Background: an optimization exercise with open tools, aiming at small area and a short achievable clock period. Do not read the settings as production practice. No driver is modelled on the clock port, so clock power and skew are understated where the tree is cut down; a real chip needs a root buffer or a tree. Power and IR drop assume default switching activity.

Setup of 04-21:
## strawman_rx_fsm
module strawman_rx_fsm #(
  parameter int DATA_LINE_WIDTH = 40,
  parameter int WORD_SIZE       = 32,
  parameter int TIMEOUT_CYCLES  = 64
) (
  input  logic                       clk,
  input  logic                       rst,
  input  logic [DATA_LINE_WIDTH-1:0] i_flit,
  input  logic                       i_flit_valid,
  output logic [1075:0]              o_protocol_bus,
  output logic                       o_valid,
  input  logic                       i_ready,
  output logic                       o_err,
  output logic                       o_overflow,
  output logic                       o_busy
);
  if (DATA_LINE_WIDTH != 40 || WORD_SIZE != 32 || TIMEOUT_CYCLES < 1) begin : g_bad_cfg
    $error("strawman_rx_fsm: unsupported parameter set");
  end
  logic r_ex, r_dat, r_done, r_busy;
  logic r_valid, r_err, r_ovf;
  logic        rx_mode;
  logic [2:0]  rx_cmd, rx_len;
  logic [31:0] rx_addr;
  logic [5:0]  rx_f1, rx_f2;
  logic [1023:0] rx_data;
  logic [4:0]  r_cnt;
  logic        ob_mode;
  logic [2:0]  ob_cmd, ob_len;
  logic [31:0] ob_addr;
  logic [5:0]  ob_f1, ob_f2;
  logic [1023:0] ob_data;
  logic w_hdr, w_bad, w_good, w_last, w_dwe, w_exwe, w_load, w_hold;
  logic [2:0] h_cmd, h_len;
  logic h_mode;
  assign h_mode = i_flit[0];
  assign h_cmd  = i_flit[4:2];
  ...
==> module strawman_rx_fsm, before the edit <==
module strawman_rx_fsm #(
  parameter int DATA_LINE_WIDTH = 40,
  parameter int WORD_SIZE       = 32,
  parameter int TIMEOUT_CYCLES  = 64
) (
  input  logic                       clk,
  input  logic                       rst,
  input  logic [DATA_LINE_WIDTH-1:0] i_flit,
  input  logic                       i_flit_valid,
  output logic [1075:0]              o_protocol_bus,
  output logic                       o_valid,
  input  logic                       i_ready,
  output logic                       o_err,
  output logic                       o_overflow,
  output logic                       o_busy
);
  if (DATA_LINE_WIDTH != 40 || WORD_SIZE != 32 || TIMEOUT_CYCLES < 1) begin : g_bad_cfg
    $error("strawman_rx_fsm: unsupported parameter set");
  end
  logic r_ex, r_dat, r_done, r_busy;
  logic r_valid, r_err, r_ovf;
  logic        rx_mode;
  logic [2:0]  rx_cmd, rx_len;
  logic [31:0] rx_addr;
  logic [5:0]  rx_f1, rx_f2;
  logic [1023:0] rx_data;
  logic [4:0]  r_cnt;
  logic        ob_mode;
  logic [2:0]  ob_cmd, ob_len;
  logic [31:0] ob_addr;
  logic [5:0]  ob_f1, ob_f2;
  logic [1023:0] ob_data;
  logic w_hdr, w_bad, w_good, w_last, w_dwe, w_exwe, w_load, w_hold;
  logic [2:0] h_cmd, h_len;
  logic h_mode;
  assign h_mode = i_flit[0];
  assign h_cmd  = i_flit[4:2];
  assign h_len  = i_flit[7:5];
  assign w_hdr  = !r_busy && i_flit_valid && i_flit[1];
  assign w_bad  = h_cmd > 3'd2 || h_len > 3'd5;
  assign w_good = w_hdr && !w_bad;
  assign w_last = r_cnt == 5'((6'd1 << rx_len) - 6'd1);
  assign w_dwe  = r_dat && i_flit_valid;
  assign w_exwe = r_ex && i_flit_valid;
  assign w_load = r_done && (!r_valid || i_ready);
  assign w_hold = r_valid && !i_ready;
  always_ff @(posedge clk) begin
    if (rst) begin
      r_ex    <= 1'b0;
      r_dat   <= 1'b0;
      r_done  <= 1'b0;
      r_busy  <= 1'b0;
      r_valid <= 1'b0;
      r_err   <= 1'b0;
      r_ovf   <= 1'b0;
    end else begin
      r_ex    <= w_good ? (h_mode && h_cmd != 3'd2) : (r_ex && !i_flit_valid);
      r_dat   <= w_good ? (h_cmd != 3'd0 && !(h_mode && h_cmd != 3'd2)) :
                 w_exwe ? (rx_cmd != 3'd0) : (r_dat && !(i_flit_valid && w_last));
      r_done  <= w_good ? (!h_mode && h_cmd == 3'd0) :
                 (w_exwe && rx_cmd == 3'd0) || (w_dwe && w_last);
      r_busy  <= w_good || (r_busy && !r_done);
      r_valid <= w_load || w_hold;
      r_err   <= w_hdr && w_bad;
      if (r_done && !w_load) r_ovf <= 1'b1;
    end
  end
  always_ff @(posedge clk) begin
    if (!r_busy) begin
      rx_mode  <= h_mode;
      rx_cmd   <= h_cmd;
      rx_len   <= h_len;
      rx_f1    <= i_flit[13:8];
      rx_f2    <= i_flit[19:14];
      rx_addr  <= i_flit[39:8];
      r_cnt    <= 5'd0;
    end else begin
      if (w_exwe) rx_addr <= i_flit[31:0];
      if (w_dwe) r_cnt <= r_cnt + 5'd1;
    end
  end
  for (genvar k = 0; k < 32; k++) begin : g_word
    logic w_sel, w_we;
    assign w_sel = r_dat && r_cnt == 5'(k);
    assign w_we  = w_sel && i_flit_valid;
    always_ff @(posedge clk)
      rx_data[32*k +: 32] <= (i_flit[31:0] & {32{w_we}}) | (rx_data[32*k +: 32] & {32{r_dat}});
  end
  always_ff @(posedge clk) begin
    ob_mode <= (rx_mode & w_load) | (ob_mode & w_hold);
    ob_cmd  <= (rx_cmd & {3{w_load}}) | (ob_cmd & {3{w_hold}});
    ob_len  <= (rx_len & {3{w_load}}) | (ob_len & {3{w_hold}});
    ob_addr <= (rx_addr & {32{w_load && rx_cmd != 3'd2}}) | (ob_addr & {32{w_hold}});
    ob_f1   <= (rx_f1 & {6{w_load && rx_mode}}) | (ob_f1 & {6{w_hold}});
    ob_f2   <= (rx_f2 & {6{w_load && rx_mode}}) | (ob_f2 & {6{w_hold}});
    ob_data <= (rx_data & {1024{w_load}}) | (ob_data & {1024{w_hold}});
  end
  assign o_protocol_bus = {ob_f2, ob_f1, ob_data, ob_addr, ob_len, ob_cmd, 1'b1, ob_mode};
  assign o_valid    = r_valid;
  assign o_err      = r_err;
  assign o_overflow = r_ovf;
  assign o_busy     = r_busy;
endmodule
Settings: LEC_CHECK=0, CAP_MARGIN=20, CORE_MARGIN=2, CORE_UTILIZATION=40, SETUP_SLACK_MARGIN=2.8, SLEW_MARGIN=20; clock period 5.0 ns.
standard.sh (not shown) runs the stock make flow with config.mk's settings and CLKGATE_MAP_FILE= SYNTH_SCRIPT=/design/flow/synth_recipe.tcl, a recipe that flattens the netlist after the stock synthesis.
==> flow/flow/run.sh <==
#!/bin/bash
cp standard.sh standard.sh.txt
export BUFFER_PORTS_ARGS="-buffer_cell sky130_fd_sc_hd__buf_2"
export PRE_CTS_TCL="$(pwd)/flow/cts_hook.tcl"
export MCTS_REGIONS=4
export MCTS_CLUSTER=30
bash standard.sh MATCH_CELL_FOOTPRINT=0 finish > standard.log 2>&1
Other scripts of this flow, unchanged in this note and not shown: flow/flow/cts_hook.tcl, flow/flow/mcts.tcl
## Diff of input files: 01-16 against 04-21
--- a/flow/design.v
+++ b/flow/design.v
@@ -22,8 +22,9 @@
   logic        rx_mode;
   logic [2:0]  rx_cmd, rx_len;
+  logic        rx_azero;           
   logic [31:0] rx_addr;
   logic [5:0]  rx_f1, rx_f2;
   logic [1023:0] rx_data;
-  logic [4:0]  r_cnt;
+  logic [31:0] r_sel;             
   logic        ob_mode;
   logic [2:0]  ob_cmd, ob_len;
@@ -40,5 +41,14 @@
   assign w_bad  = h_cmd > 3'd2 || h_len > 3'd5;
   assign w_good = w_hdr && !w_bad;
-  assign w_last = r_cnt == 5'((6'd1 << rx_len) - 6'd1);
+  always_comb begin
+    case (rx_len)
+      3'd0:    w_last = r_sel[0];
+      3'd1:    w_last = r_sel[1];
+      3'd2:    w_last = r_sel[3];
+      3'd3:    w_last = r_sel[7];
+      3'd4:    w_last = r_sel[15];
+      default: w_last = r_sel[31];
+    endcase
+  end
   assign w_dwe  = r_dat && i_flit_valid;
   assign w_exwe = r_ex && i_flit_valid;
@@ -71,16 +81,20 @@
       rx_cmd   <= h_cmd;
       rx_len   <= h_len;
+      rx_azero <= h_mode || h_cmd == 3'd2;
       rx_f1    <= i_flit[13:8];
       rx_f2    <= i_flit[19:14];
       rx_addr  <= i_flit[39:8];
-      r_cnt    <= 5'd0;
+      r_sel    <= 32'h1;
     end else begin
-      if (w_exwe) rx_addr <= i_flit[31:0];
-      if (w_dwe) r_cnt <= r_cnt + 5'd1;
+      if (w_exwe) begin
+        rx_addr  <= i_flit[31:0];
+        rx_azero <= 1'b0;
+      end
+      if (w_dwe) r_sel <= {r_sel[30:0], 1'b0};
     end
   end
   for (genvar k = 0; k < 32; k++) begin : g_word
     logic w_sel, w_we;
-    assign w_sel = r_dat && r_cnt == 5'(k);
+    assign w_sel = r_dat && r_sel[k];
     assign w_we  = w_sel && i_flit_valid;
     always_ff @(posedge clk)
@@ -91,5 +105,5 @@
     ob_cmd  <= (rx_cmd & {3{w_load}}) | (ob_cmd & {3{w_hold}});
     ob_len  <= (rx_len & {3{w_load}}) | (ob_len & {3{w_hold}});
-    ob_addr <= (rx_addr & {32{w_load && rx_cmd != 3'd2}}) | (ob_addr & {32{w_hold}});
+    ob_addr <= (rx_addr & {32{w_load && !rx_azero}}) | (ob_addr & {32{w_hold}});
     ob_f1   <= (rx_f1 & {6{w_load && rx_mode}}) | (ob_f1 & {6{w_hold}});
     ob_f2   <= (rx_f2 & {6{w_load && rx_mode}}) | (ob_f2 & {6{w_hold}});
## What came out
01-16 against 04-21: via count climbed 0.44%, final instance area held, share of cell area taken by multi-input logic gates now sits lower, total instance count after detailed placement up about 1%. Diff 04-21..01-16 | part of the total power dissipated in the clock network | negligible. 04-21 → 01-16: power density of the placed cells grew by about 1%, synthesized cell count grew by about 1.4%, share of cells above drive strength 1 shrank by 1.2 points, hold slack held steady. Register area share after synthesis ends up higher on 04-21. On number of global-route vias before repair: 01-16 sits below 04-21. On actual slew at the worst max-slew pin, the higher figure sits with 01-16, not 04-21. A cell at the slowest stage of the critical path of buf_16 is what 01-16 shows, while dfxtp_4 belongs to 04-21.
Function was not checked in any run of this note: the RTL went through the layout flow alone. No run of this note takes its clock network from TritonCTS; it comes from the design's own scripts or RTL.

static timing again, ports no longer ideal:
Ports are ideal in the flow. The routed layouts listed here were re-timed in OpenROAD. Step 1, drivers: a clkbuf_16 drives clk and a buf_2 each remaining input, both assumed. Step 2 times the ports against the registers' clock, not the clock port: input delays grow and output delays shrink by t, the midpoint of the rising clock arrivals with the driver on. Slacks: no drivers / after step 1 / after step 2; pairs: no drivers / after step 1.
run | t, ns | slack for setup (ns) | hold slack, ns | pins driven straight from the clock port
04-21 | 0.760 | 2.780 / 2.585 / 2.175 | 0.462 / 0.462 / 0.462 | 4
01-16 | 0.762 | 2.820 / 2.635 / 2.181 | 0.460 / 0.460 / 0.460 | 4
After both steps every run listed still meets setup and hold. For 01-16, which loses most, drivers alone change the setup slack by -0.185 ns; drivers and shift together by -0.639 ns.
